Context: an optimization exercise on an open-source flow, tuned for small area, a short achievable clock period and few clock cycles per item. The choices shown serve that exercise and are no tape-out recipe. Function was not checked in any run shown here: the RTL went through the layout flow alone. Power figures rest on the tool's default switching activity, not on a simulated workload.

[flow/config.mk]
export PLATFORM = sky130hd
export DESIGN_NAME = sorted_insert_list
export DESIGN_NICKNAME = sorted_insert_list
export VERILOG_FILES = /design/flow/design.v
export SDC_FILE = /design/flow/constraint.sdc
export NUM_CORES = 4
export LEC_CHECK = 0
export CAP_MARGIN = 20
export CORE_MARGIN = 2
export CORE_UTILIZATION = 60
export SETUP_SLACK_MARGIN = 3.0
export SLEW_MARGIN = 20
[flow/constraint.sdc]
create_clock -name core_clock -period 5.5 [get_ports {clk}]
set_input_delay 1.1000 -clock core_clock [delete_from_list [all_inputs] [get_ports {clk}]]
set_output_delay 1.1000 -clock core_clock [all_outputs]
set_load 0.01 [all_outputs]
[flow/design.v]
package sil_pkg;
	localparam int CAPACITY_DEF = 16;
	localparam int VALUE_W      = 32;
	localparam int POS_W        = 4;
endpackage
module sil_ctrl (
	input  logic       clk,
	input  logic       arst_n,
	input  logic       start,
	input  logic       lt_d,       
	output logic       take_ok,    
	output logic       sel_k,      
	output logic       inc,        
	output logic [4:0] n,          
	output logic       busy,
	output logic       strobe,
	output logic [3:0] position,
	output logic       last,
	output logic       rejected
);
	logic [4:0] n_q;
	logic [3:0] ph_q;       
	logic [3:0] rem_q;      
	logic       busy_q;     
	logic       z_q;        
	logic       act_q;      
	logic       grow_q;     
	logic       placed_q;   
	logic       selk_q;     
	logic       strobe_q;
	logic [3:0] pos_q;
	logic       last_q;
	logic       rej_q;
	logic       z;
	logic       take;
	logic [4:0] n_d;
	logic [3:0] rem_d;
	logic       busy_d;
	assign z       = z_q;
	assign take_ok = z;
	assign take    = start && z;
	assign inc     = act_q && grow_q && z;
	assign sel_k   = selk_q;
	assign n_d     = n_q + {4'd0, inc};
	always_comb begin
		if (!z) begin
			rem_d  = rem_q - 4'd1;
			busy_d = (rem_q != 4'd1);
		end else if (take) begin
			rem_d  = n_d[4] ? 4'd15 : n_d[3:0];
			busy_d = (n_d != 5'd0);
		end else begin
			rem_d  = (n_d == 5'd0) ? 4'd0 : 4'(n_d - 5'd1);
			busy_d = (n_d > 5'd1);
		end
	end
	logic act_d, grow_d, placed_d;
	assign act_d    = take || (act_q && !z);
	assign grow_d   = take ? !n_d[4] : grow_q;
	assign placed_d = !z && (placed_q || sel_k);
	always_ff @(posedge clk or negedge arst_n) begin
		if (!arst_n) begin
			n_q      <= '0;
			rem_q    <= '0;
			busy_q   <= 1'b0;
			z_q      <= 1'b1;
			act_q    <= 1'b0;
			selk_q   <= 1'b0;
			strobe_q <= 1'b0;
		end else begin
			n_q      <= n_d;
			rem_q    <= rem_d;
			busy_q   <= busy_d;
			z_q      <= !busy_d;
			act_q    <= act_d;
			selk_q   <= act_d && grow_d && (!busy_d || placed_d || lt_d);
			strobe_q <= act_q;
		end
	end
	always_ff @(posedge clk) begin
		ph_q     <= z ? 4'd0 : ph_q + 4'd1;
		grow_q   <= grow_d;
		placed_q <= placed_d;
		pos_q    <= ph_q;
		last_q   <= z;
		rej_q    <= !grow_q;
	end
	assign n        = n_q;
	assign busy     = busy_q;
	assign strobe   = strobe_q;
	assign position = pos_q;
	assign last     = last_q;
	assign rejected = rej_q;
endmodule
module sil_datapath #(
	parameter int CAPACITY = sil_pkg::CAPACITY_DEF
) (
	input  logic                               clk,
	input  logic                               take_ok,
	input  logic                               sel_k,
	input  logic                               inc,
	input  logic [4:0]                         n,
	input  logic signed [sil_pkg::VALUE_W-1:0] value,
	output logic                               lt_d,
	output logic signed [sil_pkg::VALUE_W-1:0] element
);
	localparam int W = sil_pkg::VALUE_W;
	function automatic logic less(input logic [W-1:0] a, input logic [W-1:0] b);
		logic [W-1:0] l, g;
		for (int i = 0; i < W; i++) begin
			if (i == W - 1) begin
				l[i] = a[i] & ~b[i];
				g[i] = ~a[i] & b[i];
			end else begin
				l[i] = ~a[i] & b[i];
				g[i] = a[i] & ~b[i];
			end
		end
		for (int s = 1; s < W; s = s * 2) begin
			for (int i = 0; i + s < W; i = i + 2 * s) begin
				l[i] = l[i+s] | (~g[i+s] & l[i]);
				g[i] = g[i+s] | (~l[i+s] & g[i]);
			end
		end
		less = l[0];
	endfunction
	logic signed [W-1:0] cells_q [CAPACITY];
	logic signed [W-1:0] k_q;      
	logic signed [W-1:0] head_q;   
	logic signed [W-1:0] k_d;
	logic signed [W-1:0] head_d;
	logic signed [W-1:0] out;
	logic signed [W-1:0] nxt;      
	assign out = sel_k ? k_q : head_q;
	assign k_d = take_ok ? value : (sel_k ? head_q : k_q);
	always_comb begin
		nxt = '0;
		for (int p = 1; p < CAPACITY; p++) begin
			if ((n == 5'(17 - p)) || (p == CAPACITY - 1 && n == 5'd1)) nxt = nxt | cells_q[p];
		end
	end
	always_comb begin
		if (!inc)            head_d = nxt;
		else if (n == 5'd0)  head_d = k_q;
		else if (n == 5'd1)  head_d = cells_q[CAPACITY-1];
		else                 head_d = head_q;
	end
	assign lt_d = less(k_d, head_d);
	always_ff @(posedge clk) begin
		for (int i = 0; i < CAPACITY - 1; i++) cells_q[i] <= cells_q[i+1];
		cells_q[CAPACITY-1] <= out;
		k_q    <= k_d;
		head_q <= head_d;
	end
	assign element = cells_q[CAPACITY-1];
endmodule
module sorted_insert_list #(
	parameter int CAPACITY = sil_pkg::CAPACITY_DEF
) (
	input  logic                              clk,
	input  logic                              arst_n,
	input  logic                              start,
	input  logic signed [sil_pkg::VALUE_W-1:0] value,
	output logic                              busy,
	output logic                              strobe,
	output logic signed [sil_pkg::VALUE_W-1:0] element,
	output logic [sil_pkg::POS_W-1:0]         position,
	output logic                              last,
	output logic                              rejected
);
	logic       lt_d;
	logic       take_ok;
	logic       sel_k;
	logic       inc;
	logic [4:0] n;
	sil_ctrl u_ctrl (
		.clk      (clk),
		.arst_n   (arst_n),
		.start    (start),
		.lt_d     (lt_d),
		.take_ok  (take_ok),
		.sel_k    (sel_k),
		.inc      (inc),
		.n        (n),
		.busy     (busy),
		.strobe   (strobe),
		.position (position),
		.last     (last),
		.rejected (rejected)
	);
	sil_datapath #(
		.CAPACITY (CAPACITY)
	) u_datapath (
		.clk     (clk),
		.take_ok (take_ok),
		.sel_k   (sel_k),
		.inc     (inc),
		.n       (n),
		.value   (value),
		.lt_d    (lt_d),
		.element (element)
	);
endmodule
[flow/run.sh]
#!/bin/bash
# synth_recipe.tcl (not shown) runs the flow's synth.tcl, then flattens the netlist and writes it again
# the make line also repeats each setting of config.mk as NAME=value (left out here)
make -C /OpenROAD-flow-scripts/flow DESIGN_CONFIG=/design/flow/config.mk WORK_HOME=/design/flow/orfs CLKGATE_MAP_FILE= SYNTH_SCRIPT=/design/flow/synth_recipe.tcl finish
==> impl_metrics.json, run 1 <==
{
  "design.die.area_mm2": 0.0313,
  "syn-cell-area_mm2": 0.0179,
  "timing.final.crit_share_pct": 63.5,
  "p_comb_share_pct": 25.4,
  "timing.final.hold_violations": 0,
  "seqPwrFrac_pct": 46.6,
  "worst_path_required_time_ns": 5.98,
  "slew_viol_final": 0,
  "maximum_clock_path_buffer_count": 3,
  "core_area_mm2": 0.0296,
  "syn_inst": 1562,
  "io_pins": 75,
  "status": "timing/DRC/antenna clean",
  "grt_pass1_vias": 13076,
  "initial_core_util_pct": 60.6,
  "crit_path_start_kind": "flip-flop",
  "detailroute.via_count": 13357,
  "power_density_mw_per_mm2": 602,
  "clk_latency_ns": 0.57,
  "synth_nets": 1604,
  "drc": 0,
  "power_leakage_uw": 0.00908,
  "final_core_util_pct": 74.4,
  "clk_pin_slew_ns": 0.06,
  "number_of_antenna_violations_at_the_first_check_in_global_routing": 0,
  "setup_tns_ns": 0,
  "place.detailed.hpwl_um": 32000,
  "nNetsFinal": 1758,
  "cp_max_fo": 7,
  "maxCapViolCount": 0,
  "vias_per_cell": 6.22,
  "yosys.cell_types.count": 79,
  "syn2layout_area_growth_pct": 22.7,
  "wl_per_cell_um": 25.3,
  "postSynthAreaPerCell_um2": 11.5,
  "gr-total-overflow": 0,
  "tritoncts.num_buffers": 53,
  "finalWirelength_um": 54300,
  "timing.setup.critical_path_class": "reg2reg",
  "internal-power_uw": 8940,
  "ys_ff_latch": 570,
  "die-width_um": 177,
  "antenna_left": 0,
  "critical-path-max-stage-delay_ns": 0.48,
  "synth_top_flop_cell": "sky130_fd_sc_hd__dfxtp_1",
  "fraction_of_final_layout_cells_with_drive_strength_greater_than_1_pct": 20.4,
  "placementRows": 63,
  "grtUsageTotal_pct": 34.1,
  "crit_buf_inv": 2,
  "cts-root-buf": "sky130_fd_sc_hd__clkbuf_16",
  "critPathCaptureType": "flip-flop",
  "final_cell_mix": "528 x sky130_fd_sc_hd__dfxtp_1, 175 x sky130_fd_sc_hd__a22oi_1, 112 x sky130_fd_sc_hd__nand2_1",
  "p_sw_share_pct": 32.6,
  "layout_commonest_cell": "sky130_fd_sc_hd__dfxtp_1",
  "synth_enable_flop_cells": 0,
  "gp_routability_congestion": 0.894,
  "dr.pass1.iters": 5,
  "grt_pass1_wl_um": 79600,
  "placedInstanceArea_mm2": 0.0189,
  "worst-slew-pin-transition_ns": 0.829,
  "worstPathCellList": "buf_6 -> or3b_4 -> nor2_4 -> buf_6 -> a22o_1 -> a221oi_1 -> nand4_1 -> o22a_1 -> a31oi_1 -> maj3_1 -> maj3_1 -> a31o_2 -> o211ai_2",
  "worst_slew_margin_rel_pct": 44.6,
  "async_flop_share_pct": 2.46,
  "floorplan.die.height_um": 177,
  "diodes": 0,
  "clock_skew_ns": 0.0174,
  "cts.sink_count": 570,
  "rsz0062_at_grt": "true",
  "cp_slowest_cell": "sky130_fd_sc_hd__dfrtp_4",
  "finalPower_uw": 13300,
  "fin_area_mm2": 0.0220,
  "numPortBuffers": 74,
  "dp.cells": 1963,
  "setup_violations": 0,
  "synth_seq_area_share_pct": 64.1,
  "hold_class": "reg2reg",
  "arrival_ns": 3.97,
  "timing.fmax_mhz": 286,
  "grt_max_degree": 42,
  "vdd.ir_drop.worst_mv": 0.365,
  "path_delay_family": "simple AND/OR/NAND/NOR gates",
  "htree_num_levels": 2,
  "layoutNonFillerInstCount": 2148,
  "yosys_warnings": 3,
  "p_clk_share_pct": 28.1,
  "tritoncts": "built",
  "dr.first_iter.drc_count": 1427,
  "netSwitchingPower_uw": 4320,
  "finalWorstPathRequiredPeriod_ns": 3.49
}
==> worst paths after layout <==
check | start | end | slack, ns | cells after the start
max | u_ctrl.n_q[4] | u_ctrl.selk_q | 2.01 | 13
min | u_datapath.cells_q[5][31] | u_datapath.cells_q[4][31] | 0.34 | 0
max reg2reg | u_ctrl.n_q[4] | u_ctrl.selk_q | 2.01 | 13
min reg2reg | u_datapath.cells_q[5][31] | u_datapath.cells_q[4][31] | 0.34 | 0
max in group asynchronous | arst_n | u_ctrl.selk_q | 3.88 | 1
min in group asynchronous | arst_n | u_ctrl.strobe_q | 1.01 | 1
==> flip-flops by register name (all words and copies together) (netlist names), 4 cells and up <==
register,cells
u_ctrl.n_q,5
u_datapath.k_q,32
u_ctrl.ph_q,4
u_datapath.cells_q,480
u_ctrl.rem_q,4
u_datapath.head_q,32
u_ctrl.pos_q,4
==> cells by family (layout without fill, tap and decap cells) <==
family	Yosys count	after routing	synth area share (%)
AND/OR/NAND/NOR	363	366	10.3
flip-flops	570	570	64.1
buffers and inverters	131	324	3.80
adder cells (fa/ha/maj)	24	24	1.49
multiplexers	76	76	4.48
AO/OA/AOI/OAI	389	389	15.4
XOR/XNOR	9	9	0.440
==> final cells by class <==
| type | count | area, um2 |
|---|---|---|
| Sequential cell | 570 | 11500 |
| Fill cell | 2021 | 7560 |
| Multi-Input combinational cell | 864 | 6130 |
| Timing Repair Buffer | 185 | 1880 |
| Clock buffer | 78 | 1570 |
| Tap cell | 390 | 488 |
| Clock inverter | 19 | 211 |
| Inverter | 41 | 166 |
| Timing Repair inverter | 1 | 8.76 |
==> synthesized netlist by cell type, drive strengths merged (6+ instances only) <==
cell type | count | share of area [%]
dfxtp | 556 | 62
a22oi | 179 | 7.5
nand2 | 115 | 2.4
nor2 | 102 | 2.5
buf | 77 | 2.7
a21oi | 60 | 1.7
mux2i | 42 | 2.3
inv | 41 | 0.86
nand4 | 37 | 1.3
mux2 | 34 | 2.1
o21ai | 31 | 0.87
nor3 | 25 | 0.85
a31oi | 23 | 0.80
and3 | 20 | 0.70
maj3 | 17 | 1.0
nand3 | 16 | 0.45
clkbuf | 13 | 0.28
dfrtp | 13 | 1.8
o21a | 13 | 0.54
o22a | 11 | 0.54
a221oi | 10 | 0.49
nand3b | 9 | 0.45
a211oi | 7 | 0.32
ha | 7 | 0.49
a2111oi | 6 | 0.29
a22o | 6 | 0.29
nand2b | 6 | 0.22
==> what timing repair did <==
| action | CTS | global route |
|---|---|---|
| hold buffers | 0 | 0 |
| buffers inserted | 73 | 10 |
| pin swaps | 26 | 16 |
| cloned | 4 | 1 |
| setup endpoints to repair | 79 | 15 |
| resized for setup | 147 | 40 |
==> metrics by stage <==
| step | hold slack [ns] | setup slack, ns |
|---|---|---|
| floorplan | 0.323 | 2.47 |
| global placement | 0.327 | 1.28 |
| detailed placement | 0.329 | 1.15 |
| CTS | 0.347 | 2.10 |
| global route | 0.350 | 1.97 |
| finish | 0.344 | 2.01 |
==> power by group through the flow <==
| stage | clock (uW) | sequential [uW] | combinational (uW) |
|---|---|---|---|
| 2_1_floorplan | 0 | 5880 | 1960 |
| 5_1_grt | 3900 | 6270 | 3560 |
| 6_report | 3720 | 6170 | 3360 |
| 3_3_place_gp | 0 | 6230 | 2730 |
| 3_5_place_dp | 0 | 6240 | 2770 |
| 4_1_cts | 3730 | 6130 | 3210 |
==> per-layer routing <==
layer | GRT usage (%) | part of all wire, %
met3 | 7.50 | 9.2
met4 | 15.1 | 4.8
met1 | 46.6 | 41
met2 | 52.0 | 45
met5 | 0 | 0.15
==> run 2, diff against run 1 <==
--- a/flow/config.mk
+++ b/flow/config.mk
@@ -8,5 +8,4 @@
 export CAP_MARGIN = 20
 export CORE_MARGIN = 2
 export CORE_UTILIZATION = 60
-export SETUP_SLACK_MARGIN = 3.0
 export SLEW_MARGIN = 20
==> run 2 against run 1 <==
Against the previous run: still clean on timing, DRC and antenna; register-to-register slack lost 0.88 ns; clock power shrank 4%; power shrank 4.7%; clock skew shrank 0.0026 ns; combinational power shrank 13%; setup slack lost 0.88 ns; die area is the same; area after synthesis is the same; routed wire length shrank 8.7%; utilization shrank 4.6 points; global-route usage shrank 2.6 points; maximum frequency shrank 20%; largest cell class unchanged; largest power group unchanged.
==> impl_metrics.json, run 2 <==
{
  "die-width_um": 177,
  "maxCapViolCount": 0,
  "rsz0062_at_grt": "false",
  "path_delay_family": "simple AND/OR/NAND/NOR gates",
  "timing.setup.critical_path_class": "reg2reg",
  "core_area_mm2": 0.0296,
  "postCtsSetupBuffers": 0,
  "gr-total-overflow": 0,
  "wl_per_cell_um": 24.0,
  "cts.hold.buffers_added": 0,
  "grt_pass1_vias": 12291,
  "finalWirelength_um": 49600,
  "htree_num_levels": 2,
  "numPortBuffers": 74,
  "yosys.cell_types.count": 79,
  "netlist_top_cells_area": "sky130_fd_sc_hd__dfxtp_1 62%, sky130_fd_sc_hd__a22oi_1 7.5%, sky130_fd_sc_hd__nand2_1 2.4%",
  "crit_buf_inv": 0,
  "postSynthAreaPerCell_um2": 11.5,
  "worst_slew_margin_rel_pct": 22.1,
  "initial_core_util_pct": 60.6,
  "layoutNonFillerInstCount": 2067,
  "status": "timing/DRC/antenna clean",
  "worst-slew-pin-transition_ns": 1.16,
  "yosys.area.top_type_share_pct": 62.1,
  "clk_latency_ns": 0.56,
  "fin_area_mm2": 0.0206,
  "final_cell_mix": "556 x sky130_fd_sc_hd__dfxtp_1, 179 x sky130_fd_sc_hd__a22oi_1, 113 x sky130_fd_sc_hd__nand2_1",
  "io_pins": 75,
  "gp_routability_congestion": 0.892,
  "worst_path_required_time_ns": 5.98,
  "syn2layout_area_growth_pct": 15.2,
  "synth_top_flop_cell": "sky130_fd_sc_hd__dfxtp_1",
  "setup_tns_ns": 0,
  "slew_viol_final": 0,
  "ys_top_cells_by_count": "556 x sky130_fd_sc_hd__dfxtp_1, 179 x sky130_fd_sc_hd__a22oi_1, 114 x sky130_fd_sc_hd__nand2_1",
  "layout_commonest_cell": "sky130_fd_sc_hd__dfxtp_1",
  "maximum_clock_path_buffer_count": 3,
  "grt_pass1_wl_um": 73800,
  "cp_slowest_cell": "sky130_fd_sc_hd__nor2_4",
  "placementRows": 63,
  "dr.first_iter.drc_count": 1159,
  "post_synth_and_or_nand_nor_area_fraction_pct": 10.3,
  "nNetsFinal": 1677,
  "cp_max_fo": 26,
  "main_combinational_cell_family_by_area_after_synthesis": "compound AO/OA/AOI/OAI gates",
  "critPathCaptureType": "flip-flop",
  "synth-compound-area-share_pct": 15.4,
  "vias_per_cell": 6.08,
  "place.detailed.hpwl_um": 32400,
  "cts-root-buf": "sky130_fd_sc_hd__clkbuf_16",
  "design.die.area_mm2": 0.0313,
  "yosys_warnings": 3,
  "synth_nets": 1604,
  "ys_ff_latch": 570,
  "finalPower_uw": 12600,
  "fraction_of_final_layout_cells_with_drive_strength_greater_than_1_pct": 11.8,
  "reg.largest.list": "u_datapath.cells_q (480), u_datapath.head_q (32), u_datapath.k_q (32)",
  "floorplan.die.height_um": 177,
  "muxShareOfSynthArea_pct": 4.48,
  "drc": 0,
  "tritoncts.num_buffers": 52,
  "grtUsageTotal_pct": 31.4,
  "number_of_antenna_violations_at_the_first_check_in_global_routing": 2,
  "cts.sink_count": 570,
  "detailroute.via_count": 12572,
  "synthAdderAreaFrac_pct": 1.49,
  "clock_skew_ns": 0.0148,
  "timing.final.crit_share_pct": 79.4,
  "syn-cell-area_mm2": 0.0179,
  "synth_xor_area_share_pct": 0.440,
  "ctsResizeCount": 0,
  "critical-path-max-stage-delay_ns": 0.94,
  "timing.final.hold_violations": 0,
  "largest_reg_flops": 480,
  "syn_inst": 1562,
  "arrival_ns": 4.85,
  "async_flop_share_pct": 2.46,
  "worstPathCellList": "or3b_1 -> nor2_4 -> a22oi_1 -> nand4_1 -> o31a_1 -> nor3b_1 -> o21ai_0 -> a221oi_1 -> o211ai_1 -> a2111o_1 -> o211ai_2",
  "crit_path_start_kind": "flip-flop",
  "clk_pin_slew_ns": 0.06,
  "power_density_mw_per_mm2": 611,
  "finalWorstPathRequiredPeriod_ns": 4.37,
  "placedInstanceArea_mm2": 0.0189,
  "synth_seq_area_share_pct": 64.1,
  "power_leakage_uw": 0.00831,
  "grt_max_degree": 67,
  "yosys.area.top_type": "sky130_fd_sc_hd__dfxtp_1",
  "timing.fmax_mhz": 229,
  "yosys.cell_count.top_type": "sky130_fd_sc_hd__dfxtp_1",
  "vdd.ir_drop.worst_mv": 0.373,
  "dp.cells": 1971,
  "synth_enable_flop_cells": 0,
  "setup_violations": 0,
  "hold_class": "reg2reg",
  "dr.pass1.iters": 6,
  "tritoncts": "built",
  "antenna_left": 0,
  "top_register": "u_datapath.cells_q"
}
[run 2: cell counts after synthesis]
No cell type changed its count.
[run 2: worst reg2reg max path, delay by kind of cell (launching register included)]
kind | cells | cell delay (ns)
flops | 1 | 0.63
simple gates | 4 | 2.11
compound gates | 7 | 1.55
[run 2: per-stage QoR]
| step | worst slack, ns | hold slack (ns) | utilization [%] |
|---|---|---|---|
| after detailed placement | 1.28 | 0.329 | 64.0 |
| after global placement | 1.35 | 0.326 | 64.0 |
| after global routing | 0.974 | 0.343 | 69.8 |
| after floorplan | 1.69 | 0.323 | - |
| final | 1.13 | 0.344 | 69.9 |
| after CTS | 1.25 | 0.343 | 69.8 |
[run 2: area by class of cell]
cell class,instances,area (um2)
diodes,2,5.00
clock buffers,78,1570
clock inverters,16,143
fillers,2186,8910
inverters,41,154
multi-input cells,861,5780
flip-flops and latches,570,11500
well taps,390,488
repair buffers,109,1020
[run 2: where the power goes]
part           internal (uW)  total [uW]  switching [uW]
clock network           2060        3570            1500
registers               5320        6150             829
logic                   1190        2910            1720
[run 2: worst paths after layout]
check,start,to,depth (start not counted),slack [ns]
max in group asynchronous,arst_n,u_ctrl.selk_q,1,3.90
min in group asynchronous,arst_n,u_ctrl.selk_q,1,1.01
worst min register to register,u_datapath.cells_q[3][14],u_datapath.cells_q[2][14],0,0.34
worst max-delay path,u_ctrl.n_q[4],u_ctrl.selk_q,11,1.13
worst max register to register,u_ctrl.n_q[4],u_ctrl.selk_q,11,1.13
worst min-delay path,u_datapath.cells_q[3][14],u_datapath.cells_q[2][14],0,0.34
[run 2: logic make-up (layout without fill, tap and decap cells)]
group / Yosys count / after routing
AND/OR/NAND/NOR: 363 / 363
buffers and inverters: 131 / 244
XOR/XNOR: 9 / 9
multiplexers: 76 / 76
other: 0 / 2
flip-flops: 570 / 570
AO/OA/AOI/OAI: 389 / 389
adder cells (fa/ha/maj): 24 / 24
[run 2: metal layers]
metal | vias to the layer above | share of wire (%) | GRT usage (%)
met3 | 113 | 7.7 | 6.55
met5 | - | 0 | 0
met4 | 0 | 3.7 | 12.1
li1 | 5799 | - | -
met1 | 6130 | 44 | 43.5
met2 | 530 | 44 | 48.5

==> port drivers added, routing unchanged <==
In the flow no input, the clock included, has a driving cell. The finished layouts below were timed again as built, in two steps.
Step 1 assumes that a clkbuf_16 drives the clock port and a buf_2 every other input.
Step 2 also shifts input and output timing later by t, the mid clock arrival at the registers, as if the neighbouring blocks saw the same clock.
Three values: no drivers, after step 1, after step 2; two values: the first two.
run | t, ns | setup slack, ns | hold WS [ns] | slew at the worst register clock pin (ns)
run 1 | 0.618 | 2.008 / 2.008 / 1.830 | 0.344 / 0.344 / 0.344 | 0.07 / 0.07
run 2 | 0.609 | 1.131 / 1.131 / 1.131 | 0.344 / 0.344 / 0.344 | 0.07 / 0.07
After both steps setup and hold are still met in every run listed. The setup slack of run 1, which loses most, moves by 0.000 ns with the drivers and by -0.178 ns with both steps.
